Background: an optimization exercise with open tools, aiming at small area, a short achievable clock period and few clock cycles. Do not read the settings as production practice. Only simulation tests tie the RTL to the original design; equivalence was not proved. No activity file was given, so power comes from the tool's default toggle rates.

==> design/flow/standard.sh <==
#!/bin/bash
# synth_recipe.tcl (not shown) runs the flow's synth.tcl, then flattens the netlist and writes it again
# the make line also repeats each setting of config.mk as NAME=value (left out here)
make -C /OpenROAD-flow-scripts/flow DESIGN_CONFIG=/design/flow/config.mk WORK_HOME=/design/flow/orfs CLKGATE_MAP_FILE= SYNTH_SCRIPT=/design/flow/synth_recipe.tcl "${@:-finish}"
==> design/flow/flow/run.sh <==
#!/bin/bash
# Own layout flow: the standard layout (standard.sh, unchanged synthesis,
# floorplan, power grid, placement, CTS and routing), except that the port
# buffers that global placement inserts on every input and output are plain
# sky130_fd_sc_hd__buf_2 cells instead of the delay-buffer cell buffer_ports
# picks by default. The full output of the run goes to standard.log here;
# each ORFS step's own log is under orfs/logs/.
set -euo pipefail
export BUFFER_PORTS_ARGS="-buffer_cell sky130_fd_sc_hd__buf_2"
bash standard.sh > standard.log 2>&1
==> design/flow/config.mk <==
export PLATFORM = sky130hd
export DESIGN_NAME = rectangle_subtract
export DESIGN_NICKNAME = rectangle_subtract
export VERILOG_FILES = /design/flow/design.v
export SDC_FILE = /design/flow/constraint.sdc
export NUM_CORES = 4
export LEC_CHECK = 0
export CAP_MARGIN = 20
export CORE_MARGIN = 2
export CORE_UTILIZATION = 55
export CTS_BUF_LIST = sky130_fd_sc_hd__clkbuf_8
export PLACE_DENSITY = 0.7
export SETUP_SLACK_MARGIN = 2.0
export SLEW_MARGIN = 20
==> design/flow/constraint.sdc <==
create_clock -name core_clock -period 5.0 [get_ports {i_clk}]
set_input_delay 1.0000 -clock core_clock [delete_from_list [all_inputs] [get_ports {i_clk}]]
set_output_delay 1.0000 -clock core_clock [all_outputs]
set_load 0.01 [all_outputs]
==> design/flow/design.v <==
module rs_serial #(
    parameter int AM = 2
) (
    input  logic        i_clk,
    input  logic        i_rst_n,
    input  logic        i_load,
    input  logic [4:0]  i_pend,
    input  logic [15:0] i_x,
    input  logic [15:0] i_y,
    input  logic [15:0] i_right,
    input  logic [15:0] i_bottom,
    input  logic [15:0] i_cx,
    input  logic [15:0] i_cy,
    input  logic [15:0] i_cr,
    input  logic [15:0] i_cb,
    input  logic        i_sum,
    input  logic [15:0] i_cw,
    input  logic [15:0] i_ch,
    output logic [16:0] o_cr,
    output logic [16:0] o_cb,
    output logic        o_free,
    output logic        o_valid,
    input  logic        i_ready,
    output logic [15:0] o_x,
    output logic [15:0] o_y,
    output logic [15:0] o_width,
    output logic [15:0] o_height,
    output logic [2:0]  o_side,
    output logic        o_last
);
    logic [15:0] r_x, r_y, r_r, r_b;
    logic [4:0]  r_cur;
    logic [4:1]  r_rest;
    logic [4:0]  ld_cur, nx_cur;
    logic [4:1]  ld_rest, nx_rest;
    logic        busy, last, move;
    logic        r_busy, r_last;
    function automatic logic [4:0] first(input logic [4:0] p);
        if (p[0])      first = 5'b00001;
        else if (p[1]) first = 5'b00010;
        else if (p[2]) first = 5'b00100;
        else if (p[3]) first = 5'b01000;
        else           first = {p[4], 4'b0000};
    endfunction
    assign ld_cur  = first(i_pend);
    assign ld_rest = i_pend[4:1] & ~ld_cur[4:1];
    assign nx_cur  = first({r_rest, 1'b0});
    assign nx_rest = r_rest & ~nx_cur[4:1];
    assign busy    = r_busy;
    assign last    = r_last;
    assign move    = busy && (!o_valid || i_ready);
    assign o_free  = !busy || (move && last);
    always_ff @(posedge i_clk) begin
        if (!i_rst_n) begin
            r_cur  <= '0;
            r_rest <= '0;
            r_busy <= 1'b0;
            r_last <= 1'b1;
        end else if (i_load) begin
            r_cur  <= ld_cur;
            r_rest <= ld_rest;
            r_busy <= (i_pend != 5'b00000);
            r_last <= (ld_rest == 4'b0000);
        end else if (move) begin
            r_cur  <= nx_cur;
            r_rest <= nx_rest;
            r_busy <= !last;
            r_last <= (nx_rest == 4'b0000);
        end
    end
    always_ff @(posedge i_clk) begin
        if (i_load || (move && r_cur[1])) r_y <= i_load ? i_y : i_cy;
        if (i_load || (move && r_cur[2])) r_b <= i_load ? i_bottom : i_cb;
        if (i_load) begin
            r_x <= i_x;
            r_r <= i_right;
        end
    end
    logic [15:0] n_x, n_y, wa, ha;
    logic [16:0] ws, hs;
    assign n_x = r_cur[4] ? i_cr : r_x;
    assign n_y = r_cur[2] ? i_cb : r_y;
    assign wa  = (r_cur[3] || i_sum) ? i_cx : r_r;
    assign ha  = (r_cur[1] || i_sum) ? i_cy : r_b;
    rs_add #(.N(16), .MODE(AM)) u_w (.i_a(wa), .i_b(i_sum ? i_cw : ~n_x), .i_cin(!i_sum), .o_s(ws));
    rs_add #(.N(16), .MODE(AM)) u_h (.i_a(ha), .i_b(i_sum ? i_ch : ~n_y), .i_cin(!i_sum), .o_s(hs));
    assign o_cr = ws;
    assign o_cb = hs;
    always_ff @(posedge i_clk) begin
        if (!i_rst_n) begin
            o_valid <= 1'b0;
        end else if (move) begin
            o_valid <= 1'b1;
        end else if (i_ready) begin
            o_valid <= 1'b0;
        end
    end
    always_ff @(posedge i_clk) begin
        if (move) begin
            o_x      <= n_x;
            o_y      <= n_y;
            o_width  <= ws[15:0];
            o_height <= hs[15:0];
            o_side   <= {r_cur[4], r_cur[2] || r_cur[3], r_cur[1] || r_cur[3]};
            o_last   <= last;
        end
    end
endmodule
module rs_carry #(
    parameter int N    = 16,
    parameter int MODE = 0
) (
    input  logic [N-1:0] i_g,
    input  logic [N-1:0] i_p,
    input  logic         i_cin,
    output logic [N:0]   o_c
);
    localparam int L = (N + 1 <= 2) ? 1 : (N + 1 <= 4) ? 2 : (N + 1 <= 8) ? 3 :
                       (N + 1 <= 16) ? 4 : (N + 1 <= 32) ? 5 : 6;
    logic [N:0] g;
    logic [N:0] p;
    always_comb begin
        g = {i_g, i_cin};
        p = {i_p, 1'b0};
        if (MODE == 0) begin
            for (int l = 0; l < L; l++) begin
                for (int i = N; i >= 0; i--) begin
                    if (((i >> l) & 1) == 1) begin
                        g[i] = g[i] | (p[i] & g[((i >> l) << l) - 1]);
                        p[i] = p[i] & p[((i >> l) << l) - 1];
                    end
                end
            end
        end else if (MODE == 1) begin
            for (int i = 1; i <= N; i++) begin
                g[i] = g[i] | (p[i] & g[i-1]);
            end
        end else begin
            for (int d = 1; d <= N; d = d * 2) begin
                for (int i = 2 * d - 1; i <= N; i = i + 2 * d) begin
                    g[i] = g[i] | (p[i] & g[i-d]);
                    p[i] = p[i] & p[i-d];
                end
            end
            for (int d = 1 << L; d >= 1; d = d / 2) begin
                for (int i = 3 * d - 1; i <= N; i = i + 2 * d) begin
                    g[i] = g[i] | (p[i] & g[i-d]);
                    p[i] = p[i] & p[i-d];
                end
            end
        end
        o_c = g;
    end
endmodule
module rs_add #(
    parameter int N    = 16,
    parameter int MODE = 0
) (
    input  logic [N-1:0] i_a,
    input  logic [N-1:0] i_b,
    input  logic         i_cin,
    output logic [N:0]   o_s
);
    logic [N:0] c;
    rs_carry #(.N(N), .MODE(MODE)) u_c (.i_g(i_a & i_b), .i_p(i_a ^ i_b), .i_cin(i_cin), .o_c(c));
    assign o_s = {c[N], (i_a ^ i_b) ^ c[N-1:0]};
endmodule
module rs_cmp #(
    parameter int N    = 16,
    parameter int MODE = 0
) (
    input  logic [N-1:0] i_a,
    input  logic [N-1:0] i_b,
    input  logic         i_ge,
    output logic         o_gt
);
    logic [N:0] c;
    rs_carry #(.N(N), .MODE(MODE)) u_c (.i_g(i_a & ~i_b), .i_p(i_a | ~i_b), .i_cin(i_ge), .o_c(c));
    assign o_gt = c[N];
endmodule
module rs_cmp3 #(
    parameter int N    = 16,
    parameter int MODE = 0
) (
    input  logic [N-1:0] i_a,
    input  logic [N-1:0] i_b,
    input  logic [N:0]   i_c,
    input  logic         i_ge,
    output logic         o_gt
);
    logic [N:0] n, s, k, k2;
    logic [N+1:0] c;
    assign n  = ~i_c;
    assign s  = {1'b0, i_a} ^ {1'b0, i_b} ^ n;
    assign k  = ({1'b0, i_a} & {1'b0, i_b}) | ({1'b0, i_a} & n) | ({1'b0, i_b} & n);
    assign k2 = {k[N-1:0], 1'b0};
    rs_carry #(.N(N+1), .MODE(MODE)) u_c (.i_g(s & k2), .i_p(s | k2), .i_cin(i_ge), .o_c(c));
    assign o_gt = c[N+1];
endmodule
module rectangle_subtract (
    input  logic        i_clk,
    input  logic        i_rst_n,
    input  logic        i_rect_valid,
    output logic        o_rect_ready,
    input  logic [15:0] i_rect_x,
    input  logic [15:0] i_rect_y,
    input  logic [15:0] i_rect_width,
    input  logic [15:0] i_rect_height,
    input  logic        i_cfg_valid,
    output logic        o_cfg_ready,
    input  logic [1:0]  i_cfg_index,
    input  logic [15:0] i_cfg_data,
    output logic        o_piece_valid,
    input  logic        i_piece_ready,
    output logic [15:0] o_piece_x,
    output logic [15:0] o_piece_y,
    output logic [15:0] o_piece_width,
    output logic [15:0] o_piece_height,
    output logic [2:0]  o_piece_side,
    output logic        o_piece_last
);
    localparam int IM = 0;
    logic [15:0] r_cx, r_cy, r_cw, r_ch;
    logic [16:0] r_cr, r_cb, cr_s, cb_s;
    logic        r_wr;
    assign o_cfg_ready = 1'b1;
    always_ff @(posedge i_clk) begin
        if (!i_rst_n || (i_cfg_valid && i_cfg_index == 2'd0)) r_cx <= i_rst_n ? i_cfg_data : '0;
        if (!i_rst_n || (i_cfg_valid && i_cfg_index == 2'd1)) r_cy <= i_rst_n ? i_cfg_data : '0;
        if (!i_rst_n || (i_cfg_valid && i_cfg_index == 2'd2)) r_cw <= i_rst_n ? i_cfg_data : '0;
        if (!i_rst_n || (i_cfg_valid && i_cfg_index == 2'd3)) r_ch <= i_rst_n ? i_cfg_data : '0;
    end
    always_ff @(posedge i_clk) begin
        if (r_wr) begin
            r_cr <= cr_s;
            r_cb <= cb_s;
        end
        r_wr <= !i_rst_n || i_cfg_valid;
    end
    logic [16:0] in_rr, in_rb;
    logic        in_top, in_bot, in_left, in_right, in_cont, in_ovl, in_hpos;
    logic        ov_l, ov_t, ov_r, ov_b;
    logic [4:0]  in_pend;
    rs_add #(.N(16), .MODE(IM)) u_rr (.i_a(i_rect_x), .i_b(i_rect_width), .i_cin(1'b0), .o_s(in_rr));
    rs_add #(.N(16), .MODE(IM)) u_rb (.i_a(i_rect_y), .i_b(i_rect_height), .i_cin(1'b0), .o_s(in_rb));
    rs_cmp #(.N(16)) u_top (.i_a(r_cy), .i_b(i_rect_y), .i_ge(1'b0), .o_gt(in_top));
    rs_cmp #(.N(16)) u_lft (.i_a(r_cx), .i_b(i_rect_x), .i_ge(1'b0), .o_gt(in_left));
    rs_cmp3 #(.N(16)) u_bot (.i_a(i_rect_y), .i_b(i_rect_height), .i_c(r_cb), .i_ge(1'b0), .o_gt(in_bot));
    rs_cmp3 #(.N(16)) u_rgt (.i_a(i_rect_x), .i_b(i_rect_width), .i_c(r_cr), .i_ge(1'b0), .o_gt(in_right));
    rs_cmp3 #(.N(16)) u_ovl (.i_a(i_rect_x), .i_b(i_rect_width), .i_c({1'b0, r_cx}), .i_ge(1'b0), .o_gt(ov_l));
    rs_cmp3 #(.N(16)) u_ovt (.i_a(i_rect_y), .i_b(i_rect_height), .i_c({1'b0, r_cy}), .i_ge(1'b0), .o_gt(ov_t));
    rs_cmp #(.N(17)) u_ovr (.i_a(r_cr), .i_b({1'b0, i_rect_x}), .i_ge(1'b0), .o_gt(ov_r));
    rs_cmp #(.N(17)) u_ovb (.i_a(r_cb), .i_b({1'b0, i_rect_y}), .i_ge(1'b0), .o_gt(ov_b));
    assign in_cont  = !in_top && !in_left && !in_bot && !in_right;
    assign in_ovl   = ov_l && ov_t && ov_r && ov_b;
    assign in_hpos  = (r_ch != 16'd0) && (i_rect_height != 16'd0);
    assign in_pend  = in_cont ? 5'b00000 :
                      !in_ovl ? 5'b00001 :
                      {in_right && in_hpos, in_left && in_hpos, in_bot, in_top, 1'b0};
    logic       rfree, accept;
    logic       r_cq;
    rs_serial u_rs_serial (
        .i_clk    (i_clk),
        .i_rst_n  (i_rst_n),
        .i_load   (accept),
        .i_pend   (in_pend),
        .i_x      (i_rect_x),
        .i_y      (i_rect_y),
        .i_right  (in_rr[15:0]),
        .i_bottom (in_rb[15:0]),
        .i_cx     (r_cx),
        .i_cy     (r_cy),
        .i_cr     (r_cr[15:0]),
        .i_cb     (r_cb[15:0]),
        .i_sum    (r_wr),
        .i_cw     (r_cw),
        .i_ch     (r_ch),
        .o_cr     (cr_s),
        .o_cb     (cb_s),
        .o_free   (rfree),
        .o_valid  (o_piece_valid),
        .i_ready  (i_piece_ready),
        .o_x      (o_piece_x),
        .o_y      (o_piece_y),
        .o_width  (o_piece_width),
        .o_height (o_piece_height),
        .o_side   (o_piece_side),
        .o_last   (o_piece_last)
    );
    assign accept       = i_rect_valid && rfree && !r_wr;
    assign o_rect_ready = (rfree && !r_wr) || r_cq;
    always_ff @(posedge i_clk) begin
        if (!i_rst_n) begin
            r_cq <= 1'b0;
        end else begin
            r_cq <= i_rect_valid && !o_rect_ready && !r_wr && in_cont;
        end
    end
endmodule
==> metrics.md, run 1 <==
| Metric | Value |
|---|---|
| First-pass iteration count of the detailed router | 5 |
| Setup WS post-layout | 1.73 ns |
| Hold endpoint | u_rs_serial.o_last$_DFFE_PP_ |
| Share of post-route cells with drive strength above 1 | 0.295 |
| Die area | 28200 um2 |
| Start point of the worst hold path | u_rs_serial.r_last$_SDFFE_PN1P_ |
| Vias in the first global route | 11.0k |
| Hold Buf Count CTS | 0 |
| Crit-path most repeated cell | a21o_1 |
| Fin nets | 1747 |
| Initial antenna violation count | 0 |
| Total wire length | 39.4 mm |
| Synthesis-stage register bit count | 243 |
| Setup TNS | 0 ns |
| Layout Skew | 0.0227 ns |
| Ys async rst share | 0 |
| Maximum vdd drop | 205 uV |
| Non-filler cells, final | 1886 |
| First-pass GRT wire length | 60.0 mm |
| Slack of the worst reg-to-reg path | 1.73 ns |
| Max Clk Rate | 0.306 GHz |
| Slew margin rel. | 0.311 |
| Dpl ws | 1.22 ns |
| Actual transition at the worst max-transition pin | 1.03 ns |
| Final worst path period share | 0.655 |
| Num rows | 60 |
| Crit path from | u_rs_serial.r_cur[4]$_SDFFE_PN0P_ |
| Hold Path Depth | 0 |
| Minimum clock period | 3.27 ns |
| Core Box Area | 26700 um2 |
| Port Buffers | 156 |
| Die Wd | 168 um |
| P_leak | 7.16 nW |
| CTS Buffer Depth | 3 |
| Fillers | 2011 |
| Utilization after layout | 0.677 |
| Post-route ant nets | 0 |
| Top cells by area, synth | edfxtp_1, fa_1, ha_1 |
| Final setup vio count | 0 |
| WL per Instance | 20.9 um |
| Comb pwr share | 0.332 |
| Data arrival, critical path | 3.56 ns |
| H-tree depth | 2 |
| Internal power | 0.00434 W |
| Chip Height | 168 um |
| CP max stage delay | 0.43 ns |
| Vias/cell | 5.93 |
| Delay-heaviest family, CP | compound AO/OA/AOI/OAI gates |
| Total CTS buffers | 41 |
| Mapped Area | 14800 um2 |
| Power Density | 364 nW/um2 |
| WP data required | 5.29 ns |
| Top-level I/O count | 158 |
| Critical R2R Capture | u_rs_serial.o_width[14]$_DFFE_PP_ |
| MaxCap Viol Count | 0 |
| Area leader, netlist | edfxtp_1 |
| Flip-flop and latch area | 7180 um2 |
| CP Capture Type | flop |
| Yosys warns | 5 |
| DRT iter0 DRCs | 1018 |
| CTS tree | built |
| GP Congestion | 0.914 |
| Cells on worst reg2reg path | 13 |
| Largest net degree at the start of global routing | 49 |
| FF-to-FF Start | u_rs_serial.r_cur[4]$_SDFFE_PN0P_ |
| Post-Synthesis Cells | 1278 |
| Critical Path Start Type | flop |
| Post-synth EDFFs | 230 |
| Initial core utilization | 0.555 |
| Largest regs | r_cb x17, r_cr x17 |
| Later-pin clock latency in the skew report | 0.55 ns |
| Post-synth top area share | 0.467 |
| Switching part of the total power | 0.338 |
| Post-Syn Nets | 1509 |
| DRC viols | 0 |
| Sequential area share after synthesis | 0.484 |
| Multi-input gate area | 7780 um2 |
| Status | finished clean |
| Main flop type after synthesis | edfxtp_1 |
| Antenna Cells | 0 |
| Worst hold path class | flop to flop |
| Clk slew on worst S/H paths | 0.06 ns |
| CTS root buffer | clkbuf_8 |
| Max Transition Viols Final | 0 |
| HPWL Detailed | 28.4 mm |
| Post-placement cell count | 1759 |
| Worst path slowest cell | dfxtp_4 |
| Area Growth Syn to Fin | 21.8% |
| Crit-path max FO | 6 |
| Worst Path Buf+Inv | 1 |
| CTS sink count | 243 |
| RSZ-0062 raised after global routing | true |
| Switch Pwr | 0.00222 W |
| Crit path kind | flop to flop |
| GRT Overall Usage | 0.277 |
| Syn avg cell area | 11.6 um2 |
| Clock power share | 0.257 |
| Vias | 11.2k |
| Sequential share of power | 0.411 |
| Hold Fails Final Rpt | 0 |
| Cell Chain, Critical Path | mux2_4 -> o21ai_4 -> ha_1 -> a21o_1 -> a21o_1 -> a21o_1 -> a31o_4 -> a41oi_4 -> a21oi_4 -> a21boi_2 -> inv_2 -> fa_2 -> xor2_1 |
| Post-synthesis cell type count | 86 |
| GRT overflow | 0 |
## kinds of logic (layout without fill, tap and decap cells)
| family | Yosys count | in the layout | synth area share |
|---|---|---|---|
| other | 1 | 1 | 0.000253 |
| adders and majority gates | 175 | 175 | 0.186 |
| xor gates and xnor gates | 33 | 33 | 0.0195 |
| AOI/OAI and AO/OA | 321 | 321 | 0.137 |
| and+or+nand+nor | 331 | 331 | 0.109 |
| muxes | 38 | 38 | 0.0287 |
| DFF | 243 | 243 | 0.484 |
| buffers and inverters | 136 | 403 | 0.0357 |
## placed cells by master, fill, tap and decap left out, types with 10 or more instances in the layout
| cell | synthesis | layout |
|---|---|---|
| xnor2_1 | 11 | 10 |
| a21oi_1 | 58 | 46 |
| ha_1 | 60 | 53 |
| nor3_1 | 22 | 17 |
| clkbuf_8 | 0 | 41 |
| o21ai_1 | 19 | 35 |
| fa_2 | 0 | 16 |
| inv_2 | 9 | 15 |
| buf_4 | 1 | 59 |
| o21ai_0 | 110 | 80 |
| mux2_2 | 35 | 33 |
| xor2_1 | 22 | 20 |
| nor2b_1 | 20 | 20 |
| o21ai_2 | 0 | 12 |
| nor2_1 | 48 | 43 |
| buf_2 | 0 | 142 |
| edfxtp_1 | 230 | 230 |
| buf_6 | 0 | 12 |
| nor4_1 | 12 | 10 |
| clkinv_1 | 0 | 10 |
| and2_1 | 21 | 20 |
| fa_1 | 84 | 68 |
| maj3_1 | 26 | 22 |
| o22ai_1 | 17 | 15 |
| a21o_1 | 19 | 19 |
| nand2b_1 | 23 | 23 |
| inv_1 | 97 | 101 |
| nand2_1 | 138 | 136 |
## stage by stage
step                hold WS (ns)  instance area (um2)  total power, W
floorplan                  0.407                15000         0.00393
global placement           0.503                16100         0.00446
detailed placement         0.499                16100         0.00451
CTS                        0.513                17500         0.00639
global route               0.541                18000         0.00691
finish                     0.531                18000         0.00656
## power groups by stage
stage	sequential, W	combinational, W	clock [W]
2_1_floorplan	0.00268	0.00125	0
3_3_place_gp	0.00273	0.00173	0
3_5_place_dp	0.00274	0.00178	0
4_1_cts	0.00269	0.00199	0.00171
5_1_grt	0.00271	0.00240	0.00180
6_report	0.00269	0.00218	0.00169
## what timing repair did
item                       4_1_cts  5_1_grt
pin swaps                       43       48
setup endpoints to repair       95       88
gates resized for setup         92       91
gates cloned                     2        0
buffers inserted                34       19
## cell type report
cell class / instances / share of cell area
well taps: 341 / 0.0237
flip-flops and latches: 243 / 0.398
inverters: 107 / 0.0236
multi-input cells: 899 / 0.432
repair buffers: 224 / 0.0816
clock buffers: 41 / 0.0313
clock inverters: 31 / 0.0101
## Yosys cell counts, types with 4 or more instances
library cell / count
o221ai_1: 5
maj3_1: 26
a22oi_1: 4
nor4_1: 12
and3_1: 4
o21ai_0: 110
ha_1: 60
a2bb2oi_1: 4
a222oi_1: 6
fa_1: 84
inv_1: 97
xnor2_1: 11
inv_2: 9
o22ai_1: 17
xor2_1: 22
a31oi_1: 10
nand4_1: 7
nor2b_1: 20
nand2b_1: 23
nand2_1: 138
a221oi_1: 7
and2_1: 21
nor2_1: 48
or2_2: 8
nor3_1: 22
a21o_1: 19
o21ai_1: 19
o31ai_1: 5
edfxtp_1: 230
dfxtp_1: 13
a211oi_1: 6
clkbuf_1: 26
nand3_1: 9
a21oi_1: 58
mux2_2: 35
maj3_2: 5
o21a_1: 5
## worst register-to-register path, cell delays in order (launching register included)
cell	delay, ns
dfxtp_4	0.43
mux2_4	0.35
o21ai_4	0.16
ha_1	0.25
a21o_1	0.15
a21o_1	0.17
a21o_1	0.19
a31o_4	0.24
a41oi_4	0.19
a21oi_4	0.11
a21boi_2	0.22
inv_2	0.06
fa_2	0.36
xor2_1	0.16
## routing by layer
layer	GRT usage	routed length, um	part of all wire
met1	0.383	16800	0.43
met2	0.452	19000	0.48
met3	0.0458	2570	0.065
met4	0.0866	1080	0.027
met5	0	0	0
## how the worst max path moves through the flow
stage	to	slack [ns]	depth (start not counted)
floorplan	r_cr[14]$_DFFE_PP_	1.48	17
global placement	u_rs_serial.r_cur[3]$_SDFFE_PN0P_	1.25	11
detailed placement	u_rs_serial.r_rest[3]$_SDFFE_PN0P_	1.22	9
CTS	r_cr[14]$_DFFE_PP_	1.69	13
global route	u_rs_serial.o_width[14]$_DFFE_PP_	1.59	15
finish	u_rs_serial.o_width[14]$_DFFE_PP_	1.73	13
Testbench counts, summed over its fixed seeds: cycles 25,044.
==> run 2: changes to the inputs <==
--- a/design/flow/config.mk
+++ b/design/flow/config.mk
@@ -9,6 +9,5 @@
 export CORE_MARGIN = 2
 export CORE_UTILIZATION = 55
 export CTS_BUF_LIST = sky130_fd_sc_hd__clkbuf_8
-export PLACE_DENSITY = 0.7
-export SETUP_SLACK_MARGIN = 2.0
+export SETUP_SLACK_MARGIN = 1.6
 export SLEW_MARGIN = 20
==> metrics.md, run 2 <==
| Metric | Value |
|---|---|
| Status | finished clean |
| GRT overflow | 0 |
| Utilization after layout | 0.643 |
| Power Density | 366 nW/um2 |
| Die Wd | 168 um |
| Later-pin clock latency in the skew report | 0.55 ns |
| Crit-path max FO | 7 |
| Area leader, netlist | edfxtp_1 |
| HPWL Detailed | 28.8 mm |
| Port Buffers | 156 |
| GP Congestion | 0.866 |
| Yosys warns | 5 |
| Worst hold path class | flop to flop |
| Fin nets | 1708 |
| Switching part of the total power | 0.333 |
| Slack of the worst reg-to-reg path | 1.66 ns |
| Final setup vio count | 0 |
| Clk slew on worst S/H paths | 0.06 ns |
| Post-Synthesis Cells | 1278 |
| Max Clk Rate | 0.299 GHz |
| Antenna Cells | 0 |
| Data arrival, critical path | 3.63 ns |
| Critical Path Start Type | flop |
| Hold endpoint | u_rs_serial.o_valid$_SDFFE_PN0P_ |
| Top-level I/O count | 158 |
| DRT iter0 DRCs | 772 |
| Mapped Area | 14800 um2 |
| Post-synth top area share | 0.467 |
| Total wire length | 38.8 mm |
| Initial core utilization | 0.555 |
| Synthesis-stage register bit count | 243 |
| WL per Instance | 21.0 um |
| Share of post-route cells with drive strength above 1 | 0.232 |
| Core Box Area | 26700 um2 |
| Hold Buf Count CTS | 0 |
| Vias in the first global route | 10.8k |
| Start point of the worst hold path | u_rs_serial.r_busy$_SDFFE_PN0P_ |
| Top-count cell post-synth | edfxtp_1 |
| Multi-input gate area | 7250 um2 |
| CP Capture Type | flop |
| Main flop type after synthesis | edfxtp_1 |
| CTS sink count | 243 |
| P_leak | 6.88 nW |
| Chip Height | 168 um |
| Vias | 10.8k |
| Most frequent cells in the layout | edfxtp_1, buf_2, nand2_1 |
| CTS root buffer | clkbuf_8 |
| RSZ-0062 raised after global routing | true |
| Hold Fails Final Rpt | 0 |
| First-pass GRT wire length | 60.3 mm |
| Largest regs | r_cb x17, r_cr x17 |
| Post-route ant nets | 0 |
| Total CTS buffers | 42 |
| First-pass iteration count of the detailed router | 5 |
| Minimum clock period | 3.34 ns |
| Internal power | 0.00418 W |
| GRT Overall Usage | 0.279 |
| Die area | 28200 um2 |
| Cells on worst reg2reg path | 14 |
| Largest net degree at the start of global routing | 60 |
| H-tree depth | 2 |
| Sequential area share after synthesis | 0.484 |
| Ys async rst share | 0 |
| Post-synth EDFFs | 230 |
| WP data required | 5.29 ns |
| Setup TNS | 0 ns |
| Final worst path period share | 0.668 |
| Top cells by area, synth | edfxtp_1, fa_1, ha_1 |
| Maximum vdd drop | 255 uV |
| CTS tree | built |
| Comb pwr share | 0.297 |
| FF-to-FF Start | r_wr$_DFF_P_ |
| DRC viols | 0 |
| Synth top cells by count | edfxtp_1, nand2_1, o21ai_0, inv_1, fa_1 |
| Initial antenna violation count | 0 |
| Post-Syn Nets | 1509 |
| Flip-flop and latch area | 7180 um2 |
| CTS Buffer Depth | 3 |
| Fillers | 2141 |
| Post-synthesis cell type count | 86 |
| Area Growth Syn to Fin | 15.7% |
| MaxCap Viol Count | 0 |
| Syn avg cell area | 11.6 um2 |
| Crit path kind | flop to flop |
| Layout Skew | 0.0199 ns |
| Vias/cell | 5.83 |
| Commonest non-fill, non-tap cell in the layout | edfxtp_1 |
| Critical R2R Capture | r_cr[14]$_DFFE_PP_ |
| Num rows | 60 |
| Actual transition at the worst max-transition pin | 0.863 ns |
| Sequential share of power | 0.430 |
| Slew margin rel. | 0.423 |
| Switch Pwr | 0.00208 W |
| Clock power share | 0.272 |
| Max Transition Viols Final | 0 |
| Hold Path Depth | 2 |
## run 2: power by group through the flow
stage / logic, W / registers, W / clock network, W
final: 0.00186 / 0.00269 / 0.00171
after global routing: 0.00208 / 0.00272 / 0.00182
after CTS: 0.00181 / 0.00269 / 0.00174
after detailed placement: 0.00177 / 0.00274 / 0
after global placement: 0.00173 / 0.00274 / 0
after floorplan: 0.00124 / 0.00268 / 0
## run 2: worst max path at each step
stage | from | endpoint | slack (ns) | cells past startpoint
after floorplan | r_wr$_DFF_P_ | r_cr[14]$_DFFE_PP_ | 1.44 | 17
after global placement | r_wr$_DFF_P_ | u_rs_serial.o_width[14]$_DFFE_PP_ | 1.15 | 15
after CTS | u_rs_serial.r_cur[4]$_SDFFE_PN0P_ | r_cr[15]$_DFFE_PP_ | 1.58 | 14
after detailed placement | r_wr$_DFF_P_ | u_rs_serial.o_width[15]$_DFFE_PP_ | 1.06 | 13
final | r_wr$_DFF_P_ | r_cr[14]$_DFFE_PP_ | 1.66 | 14
after global routing | r_wr$_DFF_P_ | r_cb[14]$_DFFE_PP_ | 1.54 | 14
## run 2: cells by family (layout without fill, tap and decap cells)
family          count (synthesis)  in the layout  synth area share
mux                            38             38            0.0287
other cells                     1              1          0.000253
flops                         243            243             0.484
compound gates                321            321             0.137
buf+inv                       136            367            0.0357
xor+xnor                       33             33            0.0195
fa+ha+maj                     175            175             0.186
simple gates                  331            331             0.109
## run 2: metrics by stage
| step | power [W] | hold slack, ns | area, um2 | worst slack [ns] | cells |
|---|---|---|---|---|---|
| 2_1_floorplan | 0.00392 | 0.407 | 14900 | 1.44 | 1278 |
| 5_1_grt | 0.00661 | 0.536 | 17100 | 1.54 | 1850 |
| 4_1_cts | 0.00625 | 0.488 | 17000 | 1.58 | 1843 |
| 3_5_place_dp | 0.00451 | 0.473 | 16100 | 1.06 | 1760 |
| 6_report | 0.00626 | 0.493 | 17100 | 1.66 | 1850 |
| 3_3_place_gp | 0.00447 | 0.471 | 16100 | 1.15 | 1760 |
## run 2: per-layer routing
| metal | GRT usage | vias up | wire length (um) |
|---|---|---|---|
| met5 | 0 | - | 0 |
| met4 | 0.0771 | 0 | 951 |
| met3 | 0.0376 | 64 | 2060 |
| met2 | 0.456 | 325 | 18000 |
| met1 | 0.397 | 5296 | 17800 |
| li1 | - | 5097 | - |
## run 2: cell type report
cell class,count,share of cell area
clock buffer,45,0.0362
clock inverter,31,0.00920
inverter,107,0.0245
multi-input combinational,899,0.423
sequential,243,0.419
tap,341,0.0249
timing repair buffer,184,0.0628
## run 2: worst max-delay path: stages (launching register included)
cell      delay [ns]
dfxtp_4         0.43
nor2_4          0.21
mux2i_2         0.28
fa_2            0.24
inv_2           0.04
a21o_1          0.18
a21o_1          0.17
a21o_1          0.17
a31o_2          0.25
a41oi_2         0.22
a21oi_2         0.14
a21boi_2        0.21
inv_2           0.05
fa_2            0.34
xor2_2          0.16
## run 2: timing repair
item                       4_1_cts  5_1_grt
cloned                           1        0
setup buffers                    6        7
pin swaps                        6       14
gates resized for setup         21       29
setup endpoints to repair       36       25
==> run 3: changes to the inputs <==
--- a/design/flow/config.mk
+++ b/design/flow/config.mk
@@ -5,6 +5,7 @@
 export SDC_FILE = /design/flow/constraint.sdc
 export NUM_CORES = 4
 export LEC_CHECK = 0
+export ABC_AREA = 1
 export CAP_MARGIN = 20
 export CORE_MARGIN = 2
 export CORE_UTILIZATION = 55
==> metrics.md, run 3 <==
| Metric | Value |
|---|---|
| Post-synth top area share | 0.461 |
| Non-filler cells, final | 2154 |
| Fin nets | 2014 |
| RSZ-0062 raised after global routing | true |
| Top-count cell post-synth | nand2_1 |
| CP max stage delay | 0.42 ns |
| Final worst path period share | 0.655 |
| DRT iter0 DRCs | 1007 |
| CTS root buffer | clkbuf_8 |
| Setup WS post-layout | 1.73 ns |
| Maximum vdd drop | 228 uV |
| Post-route ant nets | 0 |
| Crit-path most repeated cell | nand2_1 |
| Largest regs | r_cb x17, r_cr x17 |
| Worst hold path class | flop to flop |
| Ys async rst share | 0 |
| Largest net degree at the start of global routing | 74 |
| Data arrival, critical path | 3.57 ns |
| Delay-heaviest family, CP | simple AND/OR/NAND/NOR gates |
| MaxCap Viol Count | 0 |
| CP Capture Type | flop |
| Core Box Area | 26800 um2 |
| Commonest non-fill, non-tap cell in the layout | nand2_1 |
| CTS tree | built |
| GP Congestion | 0.859 |
| Cell Chain, Critical Path | nor2_4 -> buf_12 -> mux2_2 -> ha_4 -> nand3_2 -> nand2_2 -> a31o_4 -> a21oi_2 -> o21bai_1 -> nand2_1 -> o21ai_2 -> nand2_1 -> nand2_2 -> nand3_2 -> nand2_2 -> nand2_1 -> nand2_1 -> fa_1 |
| CTS Buffer Depth | 3 |
| Dpl ws | 1.10 ns |
| Status | finished clean |
| Area leader, netlist | edfxtp_1 |
| Sequential area share after synthesis | 0.479 |
| Post-placement cell count | 2063 |
| Final setup vio count | 0 |
| WP data required | 5.29 ns |
| Main flop type after synthesis | edfxtp_1 |
| Port Buffers | 156 |
| Initial antenna violation count | 1 |
| Clk slew on worst S/H paths | 0.06 ns |
| Crit-path max FO | 16 |
| Yosys warns | 5 |
| Slew margin rel. | 0.275 |
| Crit path kind | flop to flop |
| First-pass GRT wire length | 59.2 mm |
| Total CTS buffers | 41 |
| CTS sink count | 243 |
| Post-Syn Nets | 1813 |
| Post-synth EDFFs | 230 |
| H-tree depth | 2 |
| Area Growth Syn to Fin | 16.1% |
| Chip Height | 169 um |
| GRT overflow | 0 |
| Actual transition at the worst max-transition pin | 1.09 ns |
| Syn avg cell area | 9.46 um2 |
| Hold Buf Count CTS | 0 |
| Total power | 0.00658 W |
| DRC viols | 0 |
| P_leak | 7.84 nW |
| Most frequent cells in the layout | nand2_1, edfxtp_1, inv_1 |
| Critical Path Start Type | flop |
| Vias | 11.6k |
| GRT Overall Usage | 0.271 |
| Die Wd | 169 um |
| Mapped Area | 15000 um2 |
| Die area | 28500 um2 |
| Power Density | 379 nW/um2 |
| Synthesis-stage register bit count | 243 |
| Max Clk Rate | 0.305 GHz |
| Initial core utilization | 0.558 |
| Hold Fails Final Rpt | 0 |
| Synth top cells by count | nand2_1, edfxtp_1, inv_1, o21ai_0, nor2_1 |
| Post-synthesis cell type count | 47 |
| Post-Synthesis Cells | 1582 |
| Vias/cell | 5.38 |
| Share of post-route cells with drive strength above 1 | 0.185 |
| Minimum clock period | 3.27 ns |
| HPWL Detailed | 28.1 mm |
| Vias in the first global route | 11.3k |
| Total wire length | 38.1 mm |
| Layout Skew | 0.0315 ns |
| Worst Path Buf+Inv | 1 |
| Num rows | 60 |
| Worst path slowest cell | fa_1 |
| Top cells by area, synth | edfxtp_1, fa_1, nand2_1 |
| Antenna Cells | 0 |
| First-pass iteration count of the detailed router | 6 |
| WL per Instance | 17.7 um |
| Max Transition Viols Final | 0 |
| Later-pin clock latency in the skew report | 0.56 ns |
| Top-level I/O count | 158 |
| Setup TNS | 0 ns |
## run 3: kinds of logic (layout without fill, tap and decap cells)
group,after synthesis,in the layout,synth area share
DFF,243,243,0.479
and+or+nand+nor,652,652,0.180
adders and majority gates,144,144,0.163
AOI/OAI and AO/OA,274,274,0.0984
buffers and inverters,231,462,0.0583
xor gates and xnor gates,36,36,0.0211
other,1,1,0.000251
muxes,1,1,0.000752
## run 3: per-stage QoR
stage / util / cell area, um2 / hold slack [ns]
floorplan: - / 15000 / 0.408
global placement: 0.605 / 16200 / 0.414
detailed placement: 0.605 / 16200 / 0.417
CTS: 0.643 / 17200 / 0.431
global route: 0.648 / 17400 / 0.498
finish: 0.648 / 17400 / 0.489
## run 3: area by class of cell
cell class / count / area (um2)
fill: 2276 / 9430
sequential: 243 / 7170
multi-input combinational: 1108 / 7050
timing repair buffer: 188 / 1130
inverter: 200 / 757
clock buffer: 46 / 633
tap: 341 / 427
clock inverter: 27 / 191
timing repair inverter: 1 / 5.00
## run 3: power by group
group	switching, W	leakage [nW]	total, W	internal, W
Combinational	0.00131	5.08	0.00207	0.000756
Clock	0.000827	0.471	0.00183	0.000998
Sequential	0.000136	2.29	0.00269	0.00255
## run 3: path summary, 6_finish.rpt
path                                        endpoint                              start  slack [ns]  cells after the start
setup reg to reg  u_rs_serial.o_height[15]$_DFFE_PP_                       r_wr$_DFF_P_        1.73                     18
hold / removal       u_rs_serial.o_side[2]$_DFFE_PP_  u_rs_serial.r_cur[4]$_SDFFE_PN0P_        0.49                      0
setup / recovery  u_rs_serial.o_height[15]$_DFFE_PP_                       r_wr$_DFF_P_        1.73                     18
hold reg to reg      u_rs_serial.o_side[2]$_DFFE_PP_  u_rs_serial.r_cur[4]$_SDFFE_PN0P_        0.49                      0
## run 3: metal layers
metal	vias up	wire, um	GRT usage
met3	59	2280	0.0390
li1	5661	-	-
met5	-	0	0
met1	5513	17000	0.382
met4	0	1030	0.0900
met2	360	17800	0.437
## run 3: what timing repair did
action / in CTS / in global routing
pin swaps: 4 / 12
cloned: 2 / 1
setup buffers: 11 / 4
endpoints found under the setup margin: 26 / 14
hold endpoints to repair: 0 / 0
gates resized for setup: 19 / 35
==> run 4: changes to the inputs <==
--- a/design/flow/config.mk
+++ b/design/flow/config.mk
@@ -10,5 +10,5 @@
 export CORE_MARGIN = 2
 export CORE_UTILIZATION = 55
 export CTS_BUF_LIST = sky130_fd_sc_hd__clkbuf_8
-export SETUP_SLACK_MARGIN = 1.6
+export SETUP_SLACK_MARGIN = 1.8
 export SLEW_MARGIN = 20
==> metrics.md, run 4 <==
| Metric | Value |
|---|---|
| Most frequent cells in the layout | nand2_1, edfxtp_1, inv_1 |
| First-pass iteration count of the detailed router | 5 |
| Syn avg cell area | 9.46 um2 |
| Clock power share | 0.270 |
| Top-count cell post-synth | nand2_1 |
| Actual transition at the worst max-transition pin | 0.864 ns |
| Top cells by area, synth | edfxtp_1, fa_1, nand2_1 |
| Vias/cell | 5.47 |
| CTS root buffer | clkbuf_8 |
| Clk slew on worst S/H paths | 0.06 ns |
| Die area | 28500 um2 |
| GRT overflow | 0 |
| Core Box Area | 26800 um2 |
| Ys async rst share | 0 |
| Fin nets | 2038 |
| Status | finished clean |
| Area Growth Syn to Fin | 18.9% |
| Setup WS post-layout | 1.81 ns |
| DRT iter0 DRCs | 982 |
| Main flop type after synthesis | edfxtp_1 |
| RSZ-0062 raised after global routing | true |
| Synth top cells by count | nand2_1, edfxtp_1, inv_1, o21ai_0, nor2_1 |
| Critical Path Start Type | flop |
| Synthesis-stage register bit count | 243 |
| MaxCap Viol Count | 0 |
| Chip Height | 169 um |
| CTS sink count | 243 |
| CTS tree | built |
| Total CTS buffers | 42 |
| Share of post-route cells with drive strength above 1 | 0.212 |
| Internal power | 0.00435 W |
| CP Capture Type | flop |
| Port Buffers | 156 |
| Num rows | 60 |
| Top-level I/O count | 158 |
| Total wire length | 40.9 mm |
| Antenna Cells | 0 |
| Largest net degree at the start of global routing | 51 |
| Dpl ws | 0.951 ns |
| Largest regs | r_cb x17, r_cr x17 |
| Final worst path period share | 0.637 |
| P_leak | 8.04 nW |
| Crit-path most repeated cell | nand2_1 |
| Initial core utilization | 0.558 |
| Setup TNS | 0 ns |
| Post-Syn Nets | 1813 |
| GRT Overall Usage | 0.288 |
| Max Transition Viols Final | 0 |
| Die Wd | 169 um |
| Post-synthesis cell type count | 47 |
| HPWL Detailed | 29.2 mm |
| Comb pwr share | 0.328 |
| First-pass GRT wire length | 62.4 mm |
| Area leader, netlist | edfxtp_1 |
| Post-synth EDFFs | 230 |
| Worst hold path class | flop to flop |
| Post-Synthesis Cells | 1582 |
| Switch Pwr | 0.00233 W |
| Vias in the first global route | 11.6k |
| Hold Fails Final Rpt | 0 |
| WP data required | 5.28 ns |
| CTS Buffer Depth | 3 |
| Minimum clock period | 3.19 ns |
| Crit path kind | flop to flop |
| Mapped Area | 15000 um2 |
| Yosys warns | 5 |
| Power Density | 375 nW/um2 |
| Later-pin clock latency in the skew report | 0.55 ns |
| Max Clk Rate | 0.314 GHz |
| Initial antenna violation count | 0 |
| Commonest non-fill, non-tap cell in the layout | nand2_1 |
| Maximum vdd drop | 192 uV |
| Vias | 11.9k |
| Post-synth top area share | 0.461 |
| Sequential area share after synthesis | 0.479 |
| Sequential share of power | 0.402 |
| DRC viols | 0 |
| Fillers | 2214 |
| Layout Skew | 0.0142 ns |
| Post-route ant nets | 0 |
| Final setup vio count | 0 |
| Data arrival, critical path | 3.46 ns |
| H-tree depth | 2 |
| Worst path slowest cell | fa_1 |
| WL per Instance | 18.8 um |
| CP max stage delay | 0.43 ns |
| Slew margin rel. | 0.423 |
| Cell Chain, Critical Path | nor2_4 -> buf_6 -> a21oi_2 -> fa_2 -> inv_2 -> nand3_2 -> nand2_2 -> a31o_4 -> a21oi_2 -> o21bai_1 -> nand2_1 -> o21ai_2 -> nand2_1 -> nand2_2 -> nand3_2 -> nand2_2 -> nand2_1 -> nand2_1 -> fa_1 |
| GP Congestion | 0.859 |
| Switching part of the total power | 0.348 |
| Crit-path max FO | 4 |
[run 4: cell count changes in the layout (fill, tap and decap cells not counted), sizes merged]
cell and change:
clkbuf +2, bufbuf +2, nor2 +1, clkinv +1, bufinv -1, inv -1
buf +20
[run 4: timing repair]
action                     4_1_cts  5_1_grt
buffers inserted                14       24
pin swaps                       10       26
setup endpoints to repair       42       16
gates resized for setup         53       50
hold buffers                     0        0
gates cloned                     5        1
[run 4: per-stage QoR]
step	instances	hold WS, ns	power (W)	utilization	instance area (um2)
global route	2178	0.464	0.00710	0.664	17800
global placement	2060	0.421	0.00468	0.606	16300
detailed placement	2060	0.427	0.00472	0.606	16300
finish	2178	0.466	0.00668	0.664	17800
floorplan	1582	0.408	0.00409	-	15100
CTS	2153	0.490	0.00660	0.650	17400
[run 4: area by class of cell]
cell class                 instances  area [um2]  share of cell area
multi-input combinational       1109        7230               0.406
sequential                       243        7180               0.404
timing repair buffer             210        1370              0.0771
inverter                         200         762              0.0428
clock buffer                      48         661              0.0371
tap                              341         427              0.0240
clock inverter                    26         155             0.00872
timing repair inverter             1        7.51            0.000422
[run 4: per-layer routing]
layer  GRT usage  wire length, um  up-vias
li1            -                -     5716
met1       0.391            17600     5647
met2       0.479            19500      451
met3      0.0451             2590       89
met4      0.0900             1160        0
met5           0                0        -
[run 4: kinds of logic after synthesis]
logic type	synth area share
AO/OA/AOI/OAI	0.0984
XOR/XNOR	0.0211
adder cells (fa/ha/maj)	0.163
buffers and inverters	0.0583
flip-flops	0.479
multiplexers	0.000752
other	0.000251
AND/OR/NAND/NOR	0.180
[run 4: worst paths after layout]
kind                                      from                                 end  slack [ns]  depth (start not counted)
max          u_rs_serial.r_cur[1]$_SDFFE_PN0P_  u_rs_serial.o_height[15]$_DFFE_PP_        1.81                         19
min reg2reg  u_rs_serial.r_cur[4]$_SDFFE_PN0P_     u_rs_serial.o_side[2]$_DFFE_PP_        0.47                          0
max reg2reg  u_rs_serial.r_cur[1]$_SDFFE_PN0P_  u_rs_serial.o_height[15]$_DFFE_PP_        1.81                         19
min          u_rs_serial.r_cur[4]$_SDFFE_PN0P_     u_rs_serial.o_side[2]$_DFFE_PP_        0.47                          0
[run 4: power groups by stage]
stage               logic, W  clock network (W)  registers (W)
finish               0.00219            0.00180        0.00268
global route         0.00247            0.00192        0.00270
CTS                  0.00209            0.00183        0.00268
floorplan            0.00140                  0        0.00269
detailed placement   0.00200                  0        0.00272
global placement     0.00195                  0        0.00273
[run 4: critical path: cells and delay by family (launching register included)]
family | cells | cell delay (ns)
fa+ha+maj | 2 | 0.81
buf+inv | 2 | 0.20
flops | 1 | 0.36
simple gates | 10 | 0.90
compound gates | 5 | 0.64
==> run 5: changes to the inputs <==
--- a/design/flow/config.mk
+++ b/design/flow/config.mk
@@ -5,7 +5,6 @@
 export SDC_FILE = /design/flow/constraint.sdc
 export NUM_CORES = 4
 export LEC_CHECK = 0
-export ABC_AREA = 1
 export CAP_MARGIN = 20
 export CORE_MARGIN = 2
 export CORE_UTILIZATION = 55
==> metrics.md, run 5 <==
| Metric | Value |
|---|---|
| Status | finished clean |
| Yosys warns | 5 |
| Largest regs | r_cb x17, r_cr x17 |
| Synth top cells by count | edfxtp_1, nand2_1, o21ai_0, inv_1, fa_1 |
| Final setup vio count | 0 |
| Hold endpoint | u_rs_serial.o_valid$_SDFFE_PN0P_ |
| H-tree depth | 2 |
| Post-synth EDFFs | 230 |
| RSZ-0062 raised after global routing | true |
| Vias | 10.9k |
| WP data required | 5.29 ns |
| Utilization after layout | 0.657 |
| Initial antenna violation count | 0 |
| Top-level I/O count | 158 |
| CP Capture Type | flop |
| Fin nets | 1730 |
| Sequential area share after synthesis | 0.484 |
| Dpl ws | 1.23 ns |
| Hold Buf Count CTS | 0 |
| Worst hold path class | flop to flop |
| CTS Buffer Depth | 3 |
| CTS tree | built |
| Layout Skew | 0.0313 ns |
| Vias/cell | 5.82 |
| Later-pin clock latency in the skew report | 0.57 ns |
| Area Growth Syn to Fin | 18.2% |
| Chip Height | 168 um |
| Cells on worst reg2reg path | 11 |
| Top-count cell post-synth | edfxtp_1 |
| Total wire length | 39.1 mm |
| Setup TNS | 0 ns |
| WL per Instance | 20.9 um |
| Worst Path Buf+Inv | 0 |
| Critical Path Start Type | flop |
| Area leader, netlist | edfxtp_1 |
| First-pass GRT wire length | 59.9 mm |
| Post-synth top area share | 0.467 |
| Die Wd | 168 um |
| Core Box Area | 26700 um2 |
| Syn avg cell area | 11.6 um2 |
| Internal power | 0.00431 W |
| Power Density | 369 nW/um2 |
| GRT overflow | 0 |
| Mapped Area | 14800 um2 |
| Die area | 28200 um2 |
| DRT iter0 DRCs | 753 |
| Largest net degree at the start of global routing | 63 |
| Start point of the worst hold path | u_rs_serial.r_busy$_SDFFE_PN0P_ |
| GRT Overall Usage | 0.277 |
| Post-route ant nets | 0 |
| Delay-heaviest family, CP | compound AO/OA/AOI/OAI gates |
| Share of post-route cells with drive strength above 1 | 0.259 |
| Initial core utilization | 0.555 |
| Most frequent cells in the layout | edfxtp_1, buf_2, nand2_1 |
| Comb pwr share | 0.308 |
| Slack of the worst reg-to-reg path | 1.73 ns |
| Actual transition at the worst max-transition pin | 0.957 ns |
| Setup WS post-layout | 1.73 ns |
| Maximum vdd drop | 221 uV |
| Hold Fails Final Rpt | 0 |
| Crit-path most repeated cell | a21o_1 |
| DRC viols | 0 |
| Crit path kind | flop to flop |
| CP max stage delay | 0.48 ns |
| Main flop type after synthesis | edfxtp_1 |
| HPWL Detailed | 28.5 mm |
| Post-Synthesis Cells | 1278 |
| Hold Path Depth | 2 |
| Fillers | 2141 |
| FF-to-FF Start | u_rs_serial.r_cur[3]$_SDFFE_PN0P_ |
| CTS sink count | 243 |
| GP Congestion | 0.898 |
| Antenna Cells | 0 |
| Switch Pwr | 0.00215 W |
| Vias in the first global route | 10.8k |
| Slew margin rel. | 0.354 |
| Final worst path period share | 0.654 |
| Commonest non-fill, non-tap cell in the layout | edfxtp_1 |
| Max Clk Rate | 0.306 GHz |
| Worst path slowest cell | fa_2 |
| Clock power share | 0.274 |
| Synthesis-stage register bit count | 243 |
| P_leak | 7.05 nW |
| Cell Chain, Critical Path | nor2_4 -> mux2_2 -> ha_1 -> a21o_1 -> a21o_1 -> a31o_4 -> a41oi_4 -> a21oi_4 -> a21boi_2 -> o21ai_2 -> fa_2 |
| Post-synthesis cell type count | 86 |
| Max Transition Viols Final | 0 |
| Top cells by area, synth | edfxtp_1, fa_1, ha_1 |
| Port Buffers | 156 |
| Critical R2R Capture | u_rs_serial.o_width[15]$_DFFE_PP_ |
| Sequential share of power | 0.417 |
| CTS root buffer | clkbuf_8 |
| Num rows | 60 |
| Ys async rst share | 0 |
| MaxCap Viol Count | 0 |
| Crit-path max FO | 5 |
| First-pass iteration count of the detailed router | 7 |
| Clk slew on worst S/H paths | 0.06 ns |
| Post-Syn Nets | 1509 |
| Data arrival, critical path | 3.56 ns |
| Total CTS buffers | 42 |
| Minimum clock period | 3.27 ns |
| Switching part of the total power | 0.332 |
## run 5: cell types whose count changed after synthesis, moves of 26 or more
cell,previous run,this run
nand2_1,426,138
inv_1,177,97
nor2_1,121,48
o21ai_0,154,110
nand3_1,44,9
mux2_2,1,35
maj3_1,0,26
## run 5: worst register-to-register path: cells and delay by family, from the launching register on
family	cells	cell delay [ns]
AOI/OAI and AO/OA	7	1.23
adders and majority gates	2	0.80
DFF	1	0.36
muxes	1	0.38
and+or+nand+nor	1	0.24
## run 5: final cells by class
cell class                      instances  area [um2]  share of cell area
Clock buffer                           46         633              0.0362
Clock inverter                         29         173             0.00987
Inverter                              107         423              0.0242
Multi-Input combinational cell        899        7410               0.424
Sequential cell                       243        7180               0.410
Tap cell                              341         427              0.0244
Timing Repair Buffer                  206        1250              0.0714
## run 5: layer usage
layer | wire [um] | up-vias | track usage
li1 | - | 5135 | -
met1 | 17700 | 5318 | 0.394
met2 | 18400 | 370 | 0.458
met3 | 2030 | 63 | 0.0334
met4 | 865 | 0 | 0.0707
met5 | 0 | - | 0
## run 5: worst max-delay path by stage
stage                                 startpoint                            endpoint  cells past startpoint
2_1_floorplan                       r_wr$_DFF_P_                  r_cr[14]$_DFFE_PP_                     17
4_1_cts                             r_wr$_DFF_P_   u_rs_serial.o_width[14]$_DFFE_PP_                     14
6_report       u_rs_serial.r_cur[3]$_SDFFE_PN0P_   u_rs_serial.o_width[15]$_DFFE_PP_                     11
5_1_grt        u_rs_serial.r_cur[3]$_SDFFE_PN0P_   u_rs_serial.o_width[15]$_DFFE_PP_                     13
3_3_place_gp                        r_wr$_DFF_P_  u_rs_serial.o_height[14]$_DFFE_PP_                     15
3_5_place_dp                        r_wr$_DFF_P_  u_rs_serial.o_height[15]$_DFFE_PP_                     14
## run 5: cell families after synthesis
| group | count (synthesis) | synth area share |
|---|---|---|
| AOI/OAI and AO/OA | 321 | 0.137 |
| xor gates and xnor gates | 33 | 0.0195 |
| adders and majority gates | 175 | 0.186 |
| buffers and inverters | 136 | 0.0357 |
| DFF | 243 | 0.484 |
| muxes | 38 | 0.0287 |
| other | 1 | 0.000253 |
| and+or+nand+nor | 331 | 0.109 |
## run 5: timing repair
action,CTS,global route
hold endpoints to repair,0,0
cloned,2,0
pin swaps,13,17
endpoints found under the setup margin,36,33
buffers inserted,19,15
resized for setup,37,51
## run 5: power by group through the flow
stage	Combinational [W]	Clock, W	Sequential (W)
6_report	0.00199	0.00177	0.00269
5_1_grt	0.00221	0.00188	0.00271
4_1_cts	0.00186	0.00181	0.00269
3_5_place_dp	0.00178	0	0.00274
3_3_place_gp	0.00175	0	0.00274
2_1_floorplan	0.00125	0	0.00268
## run 5: through the flow
| stage | std cells | hold slack [ns] | area [um2] | total power, W |
|---|---|---|---|---|
| after floorplan | 1278 | 0.407 | 14900 | 0.00392 |
| after global placement | 1760 | 0.466 | 16100 | 0.00449 |
| after detailed placement | 1760 | 0.467 | 16100 | 0.00452 |
| after CTS | 1856 | 0.488 | 17200 | 0.00636 |
| after global routing | 1871 | 0.514 | 17500 | 0.00680 |
| final | 1871 | 0.491 | 17500 | 0.00646 |
==> run 6: changes to the inputs <==
--- a/design/flow/config.mk
+++ b/design/flow/config.mk
@@ -5,9 +5,11 @@
 export SDC_FILE = /design/flow/constraint.sdc
 export NUM_CORES = 4
 export LEC_CHECK = 0
+export ABC_AREA = 1
 export CAP_MARGIN = 20
 export CORE_MARGIN = 2
 export CORE_UTILIZATION = 55
 export CTS_BUF_LIST = sky130_fd_sc_hd__clkbuf_8
+export CTS_CLUSTER_SIZE = 30
 export SETUP_SLACK_MARGIN = 1.8
 export SLEW_MARGIN = 20
==> metrics.md, run 6 <==
| Metric | Value |
|---|---|
| Hold Buf Count CTS | 0 |
| Fin nets | 2038 |
| Post-synth top area share | 0.461 |
| Actual transition at the worst max-transition pin | 0.864 ns |
| HPWL Detailed | 29.2 mm |
| DRT iter0 DRCs | 982 |
| Largest net degree at the start of global routing | 51 |
| Flip-flop and latch area | 7180 um2 |
| RSZ-0062 raised after global routing | true |
| Switch Pwr | 0.00233 W |
| Later-pin clock latency in the skew report | 0.55 ns |
| Final Cell Area | 17800 um2 |
| Max Clk Rate | 0.314 GHz |
| Synthesis-stage register bit count | 243 |
| Synth Area in Compound Gates | 0.0984 |
| Vias/cell | 5.47 |
| H-tree depth | 2 |
| Core Box Area | 26800 um2 |
| Vias | 11.9k |
| Mux cell area share after synthesis | 0.000752 |
| Antenna Cells | 0 |
| MaxCap Viol Count | 0 |
| Switching part of the total power | 0.348 |
| Critical Path Start Type | flop |
| Crit-path max FO | 4 |
| Clk slew on worst S/H paths | 0.06 ns |
| Initial core utilization | 0.558 |
| CP Capture Type | flop |
| P_leak | 8.04 nW |
| Ys async rst share | 0 |
| Share of post-route cells with drive strength above 1 | 0.212 |
| Top-level I/O count | 158 |
| Clock power share | 0.270 |
| Top-count cell post-synth | nand2_1 |
| Status | finished clean |
| Setup TNS | 0 ns |
| Post-Synth XOR/XNOR Area | 0.0211 |
| Internal power | 0.00435 W |
| DRC viols | 0 |
| Combinational family with the most area after synthesis | simple AND/OR/NAND/NOR gates |
| First-pass iteration count of the detailed router | 5 |
| Final setup vio count | 0 |
| CTS tree | built |
| Multi-input gate area | 7230 um2 |
| Power Density | 375 nW/um2 |
| Die Wd | 169 um |
| Data arrival, critical path | 3.46 ns |
| WL per Instance | 18.8 um |
| Commonest non-fill, non-tap cell in the layout | nand2_1 |
| Synth top cells by count | nand2_1, edfxtp_1, inv_1, o21ai_0, nor2_1 |
| Sequential area share after synthesis | 0.479 |
| CTS sink count | 243 |
| GRT Overall Usage | 0.288 |
| Post-synthesis cell type count | 47 |
| Initial antenna violation count | 0 |
| Synth Area in Simple Gates | 0.180 |
| Port Buffers | 156 |
| Num rows | 60 |
| Post-Synthesis Cells | 1582 |
| Crit path kind | flop to flop |
| Yosys warns | 5 |
| Maximum vdd drop | 192 uV |
| Mapped Area | 15000 um2 |
| Main flop type after synthesis | edfxtp_1 |
| Most frequent cells in the layout | nand2_1, edfxtp_1, inv_1 |
| Comb pwr share | 0.328 |
| Hold Fails Final Rpt | 0 |
| Syn avg cell area | 9.46 um2 |
| Adder-cell share of the synthesized area | 0.163 |
| Largest regs | r_cb x17, r_cr x17 |
| WP data required | 5.28 ns |
| Area Growth Syn to Fin | 18.9% |
| Max Transition Viols Final | 0 |
| Post-Syn Nets | 1813 |
| Total CTS buffers | 42 |
| CTS Buffer Depth | 3 |
| Minimum clock period | 3.19 ns |
| First-pass GRT wire length | 62.4 mm |
| Worst hold path class | flop to flop |
| Area leader, netlist | edfxtp_1 |
| Post-route ant nets | 0 |
| Area after DPL | 16300 um2 |
| CTS root buffer | clkbuf_8 |
| Final worst path period share | 0.637 |
| Vias in the first global route | 11.6k |
| Layout Skew | 0.0142 ns |
| Total wire length | 40.9 mm |
| Utilization after layout | 0.664 |
| GRT overflow | 0 |
| Top cells by area, synth | edfxtp_1, fa_1, nand2_1 |
| Slew margin rel. | 0.423 |
| Die area | 28500 um2 |
| Fillers | 2214 |
| Chip Height | 169 um |
| GP Congestion | 0.859 |
| Sequential share of power | 0.402 |
| Post-synth EDFFs | 230 |
-- run 6: cell types whose count changed in the layout (fill, tap and decap cells not counted), sizes merged, moves of 7 or more --
cell	change
o21ai	+48
o22ai	-13
nor2	+76
nand2	+307
mux2	-34
and2	-21
xor2	+7
inv	+90
nor2b	-20
a21o	-18
nand3	+35
nand2b	-23
nor3	-13
maj3	-31
-- run 6: what timing repair did --
action                     4_1_cts  5_1_grt
pin swaps                       10       26
buffers inserted                14       24
resized for setup               53       50
setup endpoints to repair       42       16
gates cloned                     5        1
-- run 6: critical path, cell delays in order (launching register included) --
cell and delay (ns):
dfxtp_4 0.36, nor2_4 0.21, buf_6 0.13, a21oi_2 0.06, fa_2 0.38, inv_2 0.07
nand3_2 0.06, nand2_2 0.08, a31o_4 0.15, a21oi_2 0.05, o21bai_1 0.17, nand2_1 0.09
o21ai_2 0.21, nand2_1 0.10, nand2_2 0.09, nand3_2 0.07, nand2_2 0.08, nand2_1 0.05
nand2_1 0.07, fa_1 0.43
-- run 6: final timing paths --
| check | cells past startpoint | from | slack (ns) | end |
|---|---|---|---|---|
| max | 19 | u_rs_serial.r_cur[1]$_SDFFE_PN0P_ | 1.81 | u_rs_serial.o_height[15]$_DFFE_PP_ |
| min | 0 | u_rs_serial.r_cur[4]$_SDFFE_PN0P_ | 0.47 | u_rs_serial.o_side[2]$_DFFE_PP_ |
| max reg2reg | 19 | u_rs_serial.r_cur[1]$_SDFFE_PN0P_ | 1.81 | u_rs_serial.o_height[15]$_DFFE_PP_ |
| min reg2reg | 0 | u_rs_serial.r_cur[4]$_SDFFE_PN0P_ | 0.47 | u_rs_serial.o_side[2]$_DFFE_PP_ |
-- run 6: area by class of cell --
cell class                 count  area share
timing repair inverter         1    0.000422
tap                          341      0.0240
clock inverter                26     0.00872
sequential                   243       0.404
clock buffer                  48      0.0371
inverter                     200      0.0428
timing repair buffer         210      0.0771
multi-input combinational   1109       0.406
-- run 6: power by group through the flow --
stage	Sequential, W	Clock [W]	Combinational [W]
after detailed placement	0.00272	0	0.00200
after floorplan	0.00269	0	0.00140
final	0.00268	0.00180	0.00219
after global placement	0.00273	0	0.00195
after global routing	0.00270	0.00192	0.00247
after CTS	0.00268	0.00183	0.00209
-- run 6: kinds of logic after synthesis --
kind of cell / after synthesis
xor+xnor: 36
compound gates: 274
mux: 1
fa+ha+maj: 144
buf+inv: 231
simple gates: 652
other cells: 1
flops: 243
-- run 6: per-layer routing --
metal / track usage / routed length [um] / vias up
li1: - / - / 5716
met1: 0.391 / 17600 / 5647
met2: 0.479 / 19500 / 451
met3: 0.0451 / 2590 / 89
met4: 0.0900 / 1160 / 0
met5: 0 / 0 / -
-- run 6: stage by stage --
step | power (W) | std cells | setup slack, ns | hold slack (ns)
after floorplan | 0.00409 | 1582 | 1.61 | 0.408
after global placement | 0.00468 | 2060 | 1.08 | 0.421
after detailed placement | 0.00472 | 2060 | 0.951 | 0.427
after CTS | 0.00660 | 2153 | 1.80 | 0.490
after global routing | 0.00710 | 2178 | 1.65 | 0.464
final | 0.00668 | 2178 | 1.81 | 0.466
==> run 7: changes to the inputs <==
--- a/design/flow/config.mk
+++ b/design/flow/config.mk
@@ -10,6 +10,7 @@
 export CORE_MARGIN = 2
 export CORE_UTILIZATION = 55
 export CTS_BUF_LIST = sky130_fd_sc_hd__clkbuf_8
-export CTS_CLUSTER_SIZE = 30
+export CTS_CLUSTER_DIAMETER = 50
+export CTS_CLUSTER_SIZE = 40
 export SETUP_SLACK_MARGIN = 1.8
 export SLEW_MARGIN = 20
==> metrics.md, run 7 <==
| Metric | Value |
|---|---|
| Status | finished clean |
| Mapped Area | 15000 um2 |
| Flip-flop and latch area | 7180 um2 |
| First-pass iteration count of the detailed router | 7 |
| CTS tree | built |
| Hold Path Depth | 0 |
| Total CTS buffers | 30 |
| Area after DPL | 16300 um2 |
| Fin nets | 2026 |
| GP Congestion | 0.859 |
| Power Density | 374 nW/um2 |
| Later-pin clock latency in the skew report | 0.63 ns |
| Largest net degree at the start of global routing | 51 |
| First-pass GRT wire length | 62.3 mm |
| Post-Syn Nets | 1813 |
| HPWL Detailed | 29.2 mm |
| Vias in the first global route | 11.5k |
| Top cells by area, synth | edfxtp_1, fa_1, nand2_1 |
| Final worst path period share | 0.646 |
| CTS sink count | 243 |
| RSZ-0062 raised after global routing | true |
| Clk slew on worst S/H paths | 0.12 ns |
| Main flop type after synthesis | edfxtp_1 |
| Total wire length | 40.8 mm |
| Syn avg cell area | 9.46 um2 |
| Final Cell Area | 17800 um2 |
| Post-synth EDFFs | 230 |
| CTS Buffer Depth | 3 |
| Post-placement cell count | 2060 |
| Multi-input gate area | 7300 um2 |
| H-tree depth | 1 |
| Yosys warns | 5 |
| Sequential area share after synthesis | 0.479 |
| Port Buffers | 156 |
| Hold Fails Final Rpt | 0 |
| Worst hold path class | flop to flop |
| Area Growth Syn to Fin | 19.2% |
| Initial core utilization | 0.558 |
| Max Transition Viols Final | 0 |
| DRT iter0 DRCs | 940 |
| Num rows | 60 |
| Fillers | 2163 |
| Post-synth top area share | 0.461 |
| Die Wd | 169 um |
| MaxCap Viol Count | 0 |
| CP Capture Type | flop |
| Crit-path max FO | 7 |
| P_leak | 7.97 nW |
| Share of post-route cells with drive strength above 1 | 0.221 |
| Die area | 28500 um2 |
| WHS | 0.497 ns |
| Utilization after layout | 0.666 |
| Initial antenna violation count | 0 |
| Layout Skew | 0.0478 ns |
| DRC viols | 0 |
| CTS root buffer | clkbuf_8 |
| Core Box Area | 26800 um2 |
| Data arrival, critical path | 3.56 ns |
| Vias/cell | 5.46 |
| GRT Overall Usage | 0.286 |
| Actual transition at the worst max-transition pin | 0.858 ns |
| Minimum clock period | 3.23 ns |
| Crit path kind | flop to flop |
| Critical Path Start Type | flop |
| WL per Instance | 18.9 um |
| Maximum vdd drop | 240 uV |
| Ys async rst share | 0 |
| Post-Synthesis Cells | 1582 |
| Largest regs | r_cb x17, r_cr x17 |
| Area leader, netlist | edfxtp_1 |
| Synth top cells by count | nand2_1, edfxtp_1, inv_1, o21ai_0, nor2_1 |
| Non-filler cells, final | 2160 |
| Antenna Cells | 0 |
| Setup TNS | 0 ns |
| Top-level I/O count | 158 |
| Cells on worst reg2reg path | 19 |
| Max Clk Rate | 0.310 GHz |
| Synthesis-stage register bit count | 243 |
| Vias | 11.8k |
| Top-count cell post-synth | nand2_1 |
| WP data required | 5.33 ns |
| Slew margin rel. | 0.427 |
| Most frequent cells in the layout | nand2_1, edfxtp_1, inv_1 |
| Post-synthesis cell type count | 47 |
| GRT overflow | 0 |
| Final setup vio count | 0 |
| Commonest non-fill, non-tap cell in the layout | nand2_1 |
| Chip Height | 169 um |
| Post-route ant nets | 0 |
[run 7: cell counts after synthesis]
Identical to the previous run, type by type.
[run 7: cell families after synthesis]
family | synth area share
simple gates | 0.180
compound gates | 0.0984
flops | 0.479
buf+inv | 0.0583
fa+ha+maj | 0.163
xor+xnor | 0.0211
other cells | 0.000251
mux | 0.000752
[run 7: per-layer routing]
metal	up-vias	GRT usage	wire length [um]
met1	5631	0.393	17500
met3	75	0.0386	2560
met5	-	0	0
li1	5691	-	-
met2	390	0.480	19700
met4	0	0.0783	1040
[run 7: worst paths after layout]
kind	start	to	slack, ns
worst max-delay path	r_wr$_DFF_P_	u_rs_serial.o_height[15]$_DFFE_PP_	1.77
worst min-delay path	u_rs_serial.r_cur[4]$_SDFFE_PN0P_	u_rs_serial.o_side[2]$_DFFE_PP_	0.50
worst max register to register	r_wr$_DFF_P_	u_rs_serial.o_height[15]$_DFFE_PP_	1.77
worst min register to register	u_rs_serial.r_cur[4]$_SDFFE_PN0P_	u_rs_serial.o_side[2]$_DFFE_PP_	0.50
[run 7: power breakdown]
| group | internal (W) | switching [W] | leakage [nW] |
|---|---|---|---|
| combinational | 0.000838 | 0.00138 | 5.30 |
| clock | 0.000797 | 0.000975 | 0.380 |
| sequential | 0.00255 | 0.000134 | 2.29 |
[run 7: critical path, cell delays in order (launching register included)]
cell and delay, ns:
dfxtp_4 0.40, nor2_4 0.19, buf_6 0.14, a21oi_4 0.05, fa_2 0.38, inv_2 0.07, nand3_2 0.06, nand2_2 0.08
a31o_4 0.15, a21oi_2 0.05, o21bai_1 0.17, nand2_1 0.09, o21ai_2 0.20, nand2_1 0.09, nand2_2 0.10, nand3_2 0.07
nand2_2 0.08, nand2_2 0.05, nand2_2 0.06, fa_1 0.43
[run 7: per-stage QoR]
step                      setup slack (ns)  total power [W]
after global placement                1.08          0.00468
after CTS                             1.80          0.00660
after global routing                  1.63          0.00708
after floorplan                       1.61          0.00409
after detailed placement             0.951          0.00472
final                                 1.77          0.00667
[run 7: final cells by class]
class / count / area share
inverters: 200 / 0.0427
repair inverters: 1 / 0.000421
well taps: 341 / 0.0239
repair buffers: 210 / 0.0784
flip-flops and latches: 243 / 0.402
clock inverters: 24 / 0.0184
clock buffers: 32 / 0.0247
multi-input cells: 1109 / 0.409
[run 7: what timing repair did]
action                     in CTS  in global routing
pin swaps                      17                 28
setup endpoints to repair      45                 20
buffers inserted               22                 15
hold buffers                    0                  0
gates resized for setup        69                 55
cloned                          5                  2

-- what the ideal ports hide --
Ports are ideal in the flow. The routed layouts listed here were re-timed in OpenROAD.
Step 1 (the two cells are an assumption about what drives the block):
set clk [get_ports {i_clk}]
set_driving_cell -lib_cell sky130_fd_sc_hd__clkbuf_16 $clk
set_driving_cell -lib_cell sky130_fd_sc_hd__buf_2 [delete_from_list [all_inputs] $clk]
Step 2, shift: input delay + t, output delay - t, t = (earliest + latest rising clock arrival at the registers) / 2. This alone moves slack from input paths to output paths.
Three values: ideal ports, drivers, drivers and shift; two values: the first two.
| run | t, ns | setup WS [ns] | worst setup path at the end | clock arrival spread, ns |
|---|---|---|---|---|
| run 1 | 0.579 | 1.727 / 1.727 / 1.340 | input to register | 0.023 / 0.023 |
| run 2 | 0.584 | 1.658 / 1.658 / 1.153 | input to register | 0.023 / 0.022 |
| run 3 | 0.591 | 1.726 / 1.726 / 1.459 | input to register | 0.035 / 0.035 |
| run 4 | 0.589 | 1.814 / 1.811 / 1.457 | input to register | 0.015 / 0.016 |
| run 5 | 0.597 | 1.730 / 1.730 / 1.290 | input to register | 0.031 / 0.031 |
| run 6 | 0.589 | 1.814 / 1.811 / 1.457 | input to register | 0.015 / 0.016 |
| run 7 | 0.657 | 1.771 / 1.771 / 1.477 | input to register | 0.048 / 0.049 |
After both steps every run listed still meets setup and hold. The setup slack of run 2, which loses most, moves by 0.000 ns with the drivers and by -0.505 ns with both steps.
